This design comes from an exercise in tuning for small area, a short achievable clock period and few clock cycles per item on the open sky130 flow, not from production work. The RTL was checked by simulation tests, not by an equivalence proof against the original design. No activity file was given, so power comes from the tool's default toggle rates.

[flow/config.mk]
export PLATFORM = sky130hd
export DESIGN_NAME = ordered_list_engine_top
export DESIGN_NICKNAME = ordered_list_engine_top
export VERILOG_FILES = /design/flow/design.v
export SDC_FILE = /design/flow/constraint.sdc
export NUM_CORES = 4
export LEC_CHECK = 0
export CAP_MARGIN = 20
export CORE_MARGIN = 2
export CORE_UTILIZATION = 30
export SLEW_MARGIN = 20
[flow/constraint.sdc]
create_clock -name core_clock -period 7.0 [get_ports {clk}]
set_input_delay 1.4000 -clock core_clock [delete_from_list [all_inputs] [get_ports {clk}]]
set_output_delay 1.4000 -clock core_clock [all_outputs]
set_load 0.01 [all_outputs]
[flow/design.v]
package ole_pkg;
    localparam int CAPACITY   = 16;
    localparam int DATA_WIDTH = 32;
    localparam int IDX_W      = (CAPACITY > 1) ? $clog2(CAPACITY) : 1;
    localparam int CNT_W      = $clog2(CAPACITY + 1);
    localparam int KIND_W     = 3;
    localparam int KEY_W      = 32;
    localparam int VALUE_W    = 32;
    localparam int INDEX_W    = 4;
    localparam int STATUS_W   = 2;
    localparam int POSITION_W = 4;
    localparam int RDATA_W    = 32;
    localparam int COUNT_W    = 5;
    localparam int CMP_W      = INDEX_W + CNT_W;
    typedef enum logic [KIND_W-1:0] {
        KIND_APPEND  = 3'd0,
        KIND_PREPEND = 3'd1,
        KIND_FIND    = 3'd2,
        KIND_DELETE  = 3'd3,
        KIND_INSERT  = 3'd4,
        KIND_READ    = 3'd5,
        KIND_WRITE   = 3'd6
    } kind_t;
    typedef enum logic [STATUS_W-1:0] {
        ST_OK    = 2'd0,
        ST_MISS  = 2'd1,
        ST_FULL  = 2'd2,
        ST_RANGE = 2'd3
    } status_t;
    typedef enum logic [1:0] {
        CELL_HOLD       = 2'd0,
        CELL_LOAD       = 2'd1,
        CELL_TAKE_LOWER = 2'd2,
        CELL_TAKE_UPPER = 2'd3
    } cell_op_t;
    typedef enum logic [1:0] {
        MODE_HOLD  = 2'd0,
        MODE_LOAD  = 2'd1,
        MODE_OPEN  = 2'd2,
        MODE_CLOSE = 2'd3
    } chain_mode_t;
    typedef struct packed {
        chain_mode_t            mode;
        logic [IDX_W-1:0]       pos;
    } chain_cmd_t;
    typedef struct packed {
        logic                   hit;
        logic [IDX_W-1:0]       hit_pos;
    } match_info_t;
endpackage
import ole_pkg::*;
module ole_cell (
    input  logic                            clk,
    input  ole_pkg::cell_op_t               op,
    input  logic                            live,
    input  logic [ole_pkg::DATA_WIDTH-1:0]  key,
    input  logic [ole_pkg::DATA_WIDTH-1:0]  value,
    input  logic [ole_pkg::DATA_WIDTH-1:0]  lower,
    input  logic [ole_pkg::DATA_WIDTH-1:0]  upper,
    output logic [ole_pkg::DATA_WIDTH-1:0]  entry,
    output logic                            match
);
    logic [DATA_WIDTH-1:0] entry_reg;
    logic [DATA_WIDTH-1:0] entry_next;
    always_comb
    begin
        case (op)
            CELL_HOLD:       entry_next = entry_reg;
            CELL_LOAD:       entry_next = value;
            CELL_TAKE_LOWER: entry_next = lower;
            CELL_TAKE_UPPER: entry_next = upper;
            default:         entry_next = entry_reg;
        endcase
    end
    always_ff @(posedge clk)
    begin
        entry_reg <= entry_next;
    end
    assign match = live && (entry_reg == key);
    assign entry = entry_reg;
endmodule
import ole_pkg::*;
module ole_chain (
    input  logic                            clk,
    input  ole_pkg::chain_cmd_t             cmd,
    input  logic [ole_pkg::CNT_W-1:0]       cnt,
    input  logic [ole_pkg::DATA_WIDTH-1:0]  key,
    input  logic [ole_pkg::DATA_WIDTH-1:0]  value,
    input  logic [ole_pkg::IDX_W-1:0]       rd_idx,
    output ole_pkg::match_info_t            info,
    output logic [ole_pkg::DATA_WIDTH-1:0]  rd_entry
);
    logic [DATA_WIDTH-1:0] entry_q [CAPACITY];
    logic [CAPACITY-1:0]   match;
    genvar i;
    generate
        for (i = 0; i < CAPACITY; i++)
        begin : g_cell
            ole_pkg::cell_op_t     op;
            logic                  live;
            logic [DATA_WIDTH-1:0] lower;
            logic [DATA_WIDTH-1:0] upper;
            assign live = CNT_W'(i) < cnt;
            if (i == 0)
            begin : g_bottom
                assign lower = '0;
            end
            else
            begin : g_lower
                assign lower = entry_q[i-1];
            end
            if (i == CAPACITY - 1)
            begin : g_top
                assign upper = entry_q[i];
            end
            else
            begin : g_upper
                assign upper = entry_q[i+1];
            end
            always_comb
            begin
                case (cmd.mode)
                    MODE_HOLD:
                        op = CELL_HOLD;
                    MODE_LOAD:
                        op = (IDX_W'(i) == cmd.pos) ? CELL_LOAD : CELL_HOLD;
                    MODE_OPEN:
                        if (IDX_W'(i) == cmd.pos)
                            op = CELL_LOAD;
                        else if (IDX_W'(i) > cmd.pos)
                            op = CELL_TAKE_LOWER;
                        else
                            op = CELL_HOLD;
                    MODE_CLOSE:
                        op = (IDX_W'(i) >= cmd.pos) ? CELL_TAKE_UPPER : CELL_HOLD;
                    default:
                        op = CELL_HOLD;
                endcase
            end
            ole_cell u_cell (
                .clk   (clk),
                .op    (op),
                .live  (live),
                .key   (key),
                .value (value),
                .lower (lower),
                .upper (upper),
                .entry (entry_q[i]),
                .match (match[i])
            );
        end
    endgenerate
    always_comb
    begin
        info.hit     = |match;
        info.hit_pos = '0;
        for (int j = CAPACITY - 1; j >= 0; j--)
        begin
            if (match[j])
                info.hit_pos = IDX_W'(j);
        end
    end
    assign rd_entry = entry_q[rd_idx];
endmodule
import ole_pkg::*;
module ordered_list_engine_top (
    input  logic                            clk,
    input  logic                            rst_n,
    input  logic                            start,
    output logic                            busy,
    input  logic [ole_pkg::KIND_W-1:0]      kind,
    input  logic [ole_pkg::KEY_W-1:0]       key,
    input  logic [ole_pkg::VALUE_W-1:0]     value,
    input  logic [ole_pkg::INDEX_W-1:0]     index,
    output logic                            done,
    output logic [ole_pkg::STATUS_W-1:0]    status,
    output logic [ole_pkg::POSITION_W-1:0]  position,
    output logic [ole_pkg::RDATA_W-1:0]     read_data,
    output logic [ole_pkg::COUNT_W-1:0]     count
);
    logic                   accept;
    logic                   full;
    logic                   idx_ok;
    logic [DATA_WIDTH-1:0]  key_d;
    logic [DATA_WIDTH-1:0]  value_d;
    logic [IDX_W-1:0]       idx_sel;
    logic [DATA_WIDTH-1:0]  rd_entry;
    ole_pkg::match_info_t info;
    ole_pkg::chain_cmd_t cmd;
    logic [CNT_W-1:0]       cnt_reg;
    logic [CNT_W-1:0]       cnt_next;
    logic                   done_reg;
    ole_pkg::status_t status_reg;
    ole_pkg::status_t status_next;
    logic [IDX_W-1:0]       pos_reg;
    logic [IDX_W-1:0]       pos_next;
    logic [RDATA_W-1:0]     rdata_reg;
    logic [RDATA_W-1:0]     rdata_next;
    assign busy   = 1'b0;
    assign accept = start && !busy;
    assign key_d   = DATA_WIDTH'(key);
    assign value_d = DATA_WIDTH'(value);
    assign idx_sel = IDX_W'(index);
    assign full    = (cnt_reg == CNT_W'(CAPACITY));
    assign idx_ok  = CMP_W'(index) < CMP_W'(cnt_reg);
    ole_chain u_chain (
        .clk      (clk),
        .cmd      (cmd),
        .cnt      (cnt_reg),
        .key      (key_d),
        .value    (value_d),
        .rd_idx   (idx_sel),
        .info     (info),
        .rd_entry (rd_entry)
    );
    always_comb
    begin
        cmd.mode    = MODE_HOLD;
        cmd.pos     = '0;
        cnt_next    = cnt_reg;
        status_next = ST_OK;
        pos_next    = '0;
        rdata_next  = '0;
        if (accept)
        begin
            case (kind)
                KIND_APPEND:
                    if (full)
                        status_next = ST_FULL;
                    else
                    begin
                        cmd.mode = MODE_LOAD;
                        cmd.pos  = IDX_W'(cnt_reg);
                        pos_next = IDX_W'(cnt_reg);
                        cnt_next = cnt_reg + CNT_W'(1);
                    end
                KIND_PREPEND:
                    if (full)
                        status_next = ST_FULL;
                    else
                    begin
                        cmd.mode = MODE_OPEN;
                        cmd.pos  = '0;
                        cnt_next = cnt_reg + CNT_W'(1);
                    end
                KIND_FIND:
                    if (!info.hit)
                        status_next = ST_MISS;
                    else
                    begin
                        pos_next   = info.hit_pos;
                        rdata_next = RDATA_W'(key_d);
                    end
                KIND_DELETE:
                    if (!info.hit)
                        status_next = ST_MISS;
                    else
                    begin
                        cmd.mode = MODE_CLOSE;
                        cmd.pos  = info.hit_pos;
                        pos_next = info.hit_pos;
                        cnt_next = cnt_reg - CNT_W'(1);
                    end
                KIND_INSERT:
                    if (!info.hit)
                        status_next = ST_MISS;
                    else if (full)
                        status_next = ST_FULL;
                    else
                    begin
                        cmd.mode = MODE_OPEN;
                        cmd.pos  = info.hit_pos;
                        pos_next = info.hit_pos;
                        cnt_next = cnt_reg + CNT_W'(1);
                    end
                KIND_READ:
                    if (!idx_ok)
                        status_next = ST_RANGE;
                    else
                    begin
                        pos_next   = idx_sel;
                        rdata_next = RDATA_W'(rd_entry);
                    end
                KIND_WRITE:
                    if (!idx_ok)
                        status_next = ST_RANGE;
                    else
                    begin
                        cmd.mode = MODE_LOAD;
                        cmd.pos  = idx_sel;
                        pos_next = idx_sel;
                    end
                default:
                    status_next = ST_OK;
            endcase
        end
    end
    always_ff @(posedge clk or negedge rst_n)
    begin
        if (!rst_n)
        begin
            cnt_reg  <= '0;
            done_reg <= 1'b0;
        end
        else
        begin
            cnt_reg  <= cnt_next;
            done_reg <= accept;
        end
    end
    always_ff @(posedge clk)
    begin
        if (accept)
        begin
            status_reg <= status_next;
            pos_reg    <= pos_next;
            rdata_reg  <= rdata_next;
        end
    end
    assign done      = done_reg;
    assign status    = status_reg;
    assign position  = POSITION_W'(pos_reg);
    assign read_data = rdata_reg;
    assign count     = COUNT_W'(cnt_reg);
endmodule
[flow/run.sh]
#!/bin/bash
# synth_recipe.tcl (not shown) runs the flow's synth.tcl, then flattens the netlist and writes it again
# the make line also repeats each setting of config.mk as NAME=value (left out here)
make -C /OpenROAD-flow-scripts/flow DESIGN_CONFIG=/design/flow/config.mk WORK_HOME=/design/flow/orfs CLKGATE_MAP_FILE= SYNTH_SCRIPT=/design/flow/synth_recipe.tcl finish
==> run summary <==
Fin. Hold Viols=0; GPL Wtd Cong=1.11; max reg flops=512; Final period util=92.5%; first-pass GRT wire length=360000 um; Top-Level Pins=119; skew final=0.0366 ns; highest clock rate=154 MHz; number of fill cells in the layout=12100; maximum number of pins on one net before global-route repair=45; Final Cell Area=0.0481 sq mm; worst hold path class=reg2reg; Core Region=0.124 sq mm; Syn Area/Cell=10.5 sq um; vias per cell=7.13; Tightest Pin Transition=1.21 ns; sw frac=32.1%; final setup fails=0; full die area=0.128 sq mm; Synth cell types=75; Post-CTS Hold Fix Bufs=0; Hold Path Stages=1; post-layout net count=4013; Internal=6.91 mW; RSZ-0062 raised after global routing=no; Clk network pwr share=40.0%; Placed Instances=5494; GR Layer Usage met1=52.3%; remaining antenna violation count=0; Rows=129; Setup WS pre-CTS=0.00520 ns; status=timing/DRC/antenna clean; post-CTS resize count=0; max-cap violation count=0; total track usage=42.3%; met3 usage=17.1%; combinational share of power=20.8%; Max VDD drop=0.174 mV; pwr dens=212 mW/mm^2; total CTS buffers=73; Final Max Slew Viols=0; clk root buf=clkbuf_16; YS warnings=4; Synth async-reset ratio=1.08%; Mapped Nets=3674; number of flops mapped to enable cells by yosys=550; Clock Path Buffers=3; dpl hpwl=207000 um; Cells after Synth=3593; critical path peak fanout=24; ratio of cells with drive above 1 in the final layout=18.4%; CTS tree=built; drt wl/cell=49.5 um; clock net sink count=556; Crit Path Category=in2reg; Critical Path RT=7.38 ns; H-tree depth=3; DRT Pass-1 Iters=11; Die Ht=358 um; Post-Route WL=279000 um; die width=358 um; setup slack after layout=0.526 ns; Starting Density=30.3%; Clk pin slew, worst setup/hold paths=0.06 ns; post-placement cell area=0.0456 sq mm; leakage=17.1 nW; Cell Area, Synth=0.0376 sq mm; Primary FF master, synth=edfxtp_1; #FFs+latches synth=556; Slew headroom=18.6%; crit path capture type=flip-flop; initial antenna violation count=31; IO buf count=117; vias in the first global route=36300; Overflow after GRT=0; Flop pwr share=39.2%; GR Util met2=60.9%; Worst EP arrival=6.86 ns; sequential element share of the synthesized area=44.3%; Post-Layout Cell Count=5633; Worst-Skew Late Latency=0.73 ns; Post-CTS Repair Setup Buffers=0; post-layout min period=6.47 ns; R2R cell count=15; drt initial violations=9160; CP Launch Type=input pin; Via Count=40200; gr busiest metal=met2; Layout area overhead=27.7%; DRC errors left=0; Switch Pwr=3.27 mW
-- worst max-delay path, stage by stage --
cell and delay (ns):
clkdlybuf4s50_1 0.45, buf_12 0.18, xnor2_1 0.56, nand4_1 0.36
nor4_1 0.62, buf_4 0.22, and4_1 0.21, buf_4 0.17
nor3b_1 0.23, a2111oi_1 0.10, buf_4 0.16, a2111oi_2 0.54
o21ai_1 0.19, or4_2 0.68, a221oi_4 0.43, buf_12 0.27
-- cell usage in the layout, fill, tap and decap left out, drive strengths merged, types with 7 or more instances in the layout --
cell type	Yosys	layout
edfxtp	550	550
nor2	123	123
a21oi	88	88
a31oi	39	39
clkinv	0	21
mux2	63	63
a221oi	33	33
or3	13	13
nor3	36	36
a21o	39	39
mux2i	32	32
nand4	82	82
o31ai	69	69
and3	134	134
nand3	54	54
inv	75	82
bufinv	0	10
and2	74	74
a221o	256	256
o211ai	65	65
nand2b	9	9
or4	12	12
xor2	383	383
nor4	108	108
buf	159	530
xnor2	135	135
clkdlybuf4s50	0	116
clkbuf	223	90
ha	7	7
diode	0	10
o221ai	33	33
a22o	34	34
a22oi	255	255
nand2	176	176
o21ai	91	91
o22ai	35	35
a32oi	37	37
-- cell usage after synthesis (all sizes together), types with 54 or more instances --
cell / n / share of area, %
edfxtp: 550 / 44
xor2: 383 / 8.9
a221o: 256 / 6.8
a22oi: 255 / 5.1
clkbuf: 223 / 2.2
nand2: 176 / 1.8
buf: 159 / 2.6
xnor2: 135 / 3.1
and3: 134 / 2.2
nor2: 123 / 1.2
nor4: 108 / 1.8
o21ai: 91 / 1.2
a21oi: 88 / 1.2
nand4: 82 / 1.4
inv: 75 / 0.75
and2: 74 / 1.2
o31ai: 69 / 1.4
o211ai: 65 / 1.3
mux2: 63 / 1.9
nand3: 54 / 0.72
-- cell type report --
class / count / area, sq um / area share, %
Sequential cell: 556 / 16700 / 34.7
Timing Repair Buffer: 646 / 7080 / 14.7
Tap cell: 1637 / 2050 / 4.26
Clock buffer: 90 / 1980 / 4.11
Antenna cell: 10 / 25.0 / 0.0521
Multi-Input combinational cell: 2580 / 19500 / 40.6
Inverter: 75 / 282 / 0.586
Clock inverter: 39 / 469 / 0.976
-- cell families (layout without fill, tap and decap cells) --
logic type | count (synthesis) | in the layout | share of synthesized area (%)
compound gates | 1111 | 1111 | 23.1
other cells | 1 | 11 | 0.00996
fa+ha+maj | 7 | 7 | 0.233
simple gates | 848 | 848 | 12.0
xor+xnor | 518 | 518 | 12.1
mux | 95 | 95 | 2.74
flops | 556 | 556 | 44.3
buf+inv | 457 | 850 | 5.61
-- power by group through the flow --
stage	clock, mW	sequential [mW]	combinational [mW]
CTS	4.05	3.98	2.02
floorplan	0	3.97	0.896
finish	4.07	3.99	2.12
global placement	0	4.05	2.00
detailed placement	0	4.05	2.01
global route	4.17	3.99	2.13
-- per-layer routing --
metal | up-vias | wire length (um)
met5 | - | 333
met4 | 30 | 23200
met3 | 1074 | 39200
met2 | 4147 | 114000
met1 | 20100 | 102000
li1 | 14800 | -
-- final timing paths --
path	startpoint	endpoint	slack (ns)
worst min-delay path	u_chain.g_cell[2].u_cell.entry_reg[18]	u_chain.g_cell[1].u_cell.entry_reg[18]	0.67
worst min register to register	u_chain.g_cell[2].u_cell.entry_reg[18]	u_chain.g_cell[1].u_cell.entry_reg[18]	0.67
worst max-delay path	key[8]	u_chain.g_cell[5].u_cell.entry_reg[4]	0.53
max in group asynchronous	rst_n	cnt_reg[4]	5.76
worst max register to register	cnt_reg[2]	u_chain.g_cell[5].u_cell.entry_reg[4]	1.37
min in group asynchronous	rst_n	done_reg	0.96
-- stage by stage --
step	power, mW	TNS (ns)	util, %	hold WS (ns)
2_1_floorplan	4.87	0	-	0.588
3_3_place_gp	6.05	-160.08	36.7	0.628
3_5_place_dp	6.06	0	36.7	0.646
4_1_cts	10.0	0	38.7	0.661
5_1_grt	10.3	0	38.7	0.688
6_report	10.2	0	38.7	0.665
Testbench counts, summed over its fixed seeds: cycles 16,008, items 16,000.

[afterwards: timing with drivers on the ports]
The flow's constraints put no driver on any port. The routed layout listed below was extracted and timed again, unchanged, in two steps. Step 1 sets driving cells, clkbuf_16 on the clock port and buf_2 on the other inputs (assumed; they add their load-dependent delay and slew). Step 2 adds t to the input delays and takes it off the output delays; t is the mean of the earliest and latest rising clock arrival at the registers after step 1. Input paths then give back, and output paths get back, about the clock's delay inside the block. a / b / c = no drivers / after step 1 / after step 2; a / b = the first two.
t (ns): 0.798
setup WS [ns]: 0.526 / 0.548 / -0.250
clock arrival spread, ns: 0.037 / 0.036
worst slew at a driven data input, ns: 0.13
With both steps, setup timing fails in this run, where it was met with ideal ports. The setup slack of this run moves by +0.022 ns with the drivers and by -0.776 ns with both steps.
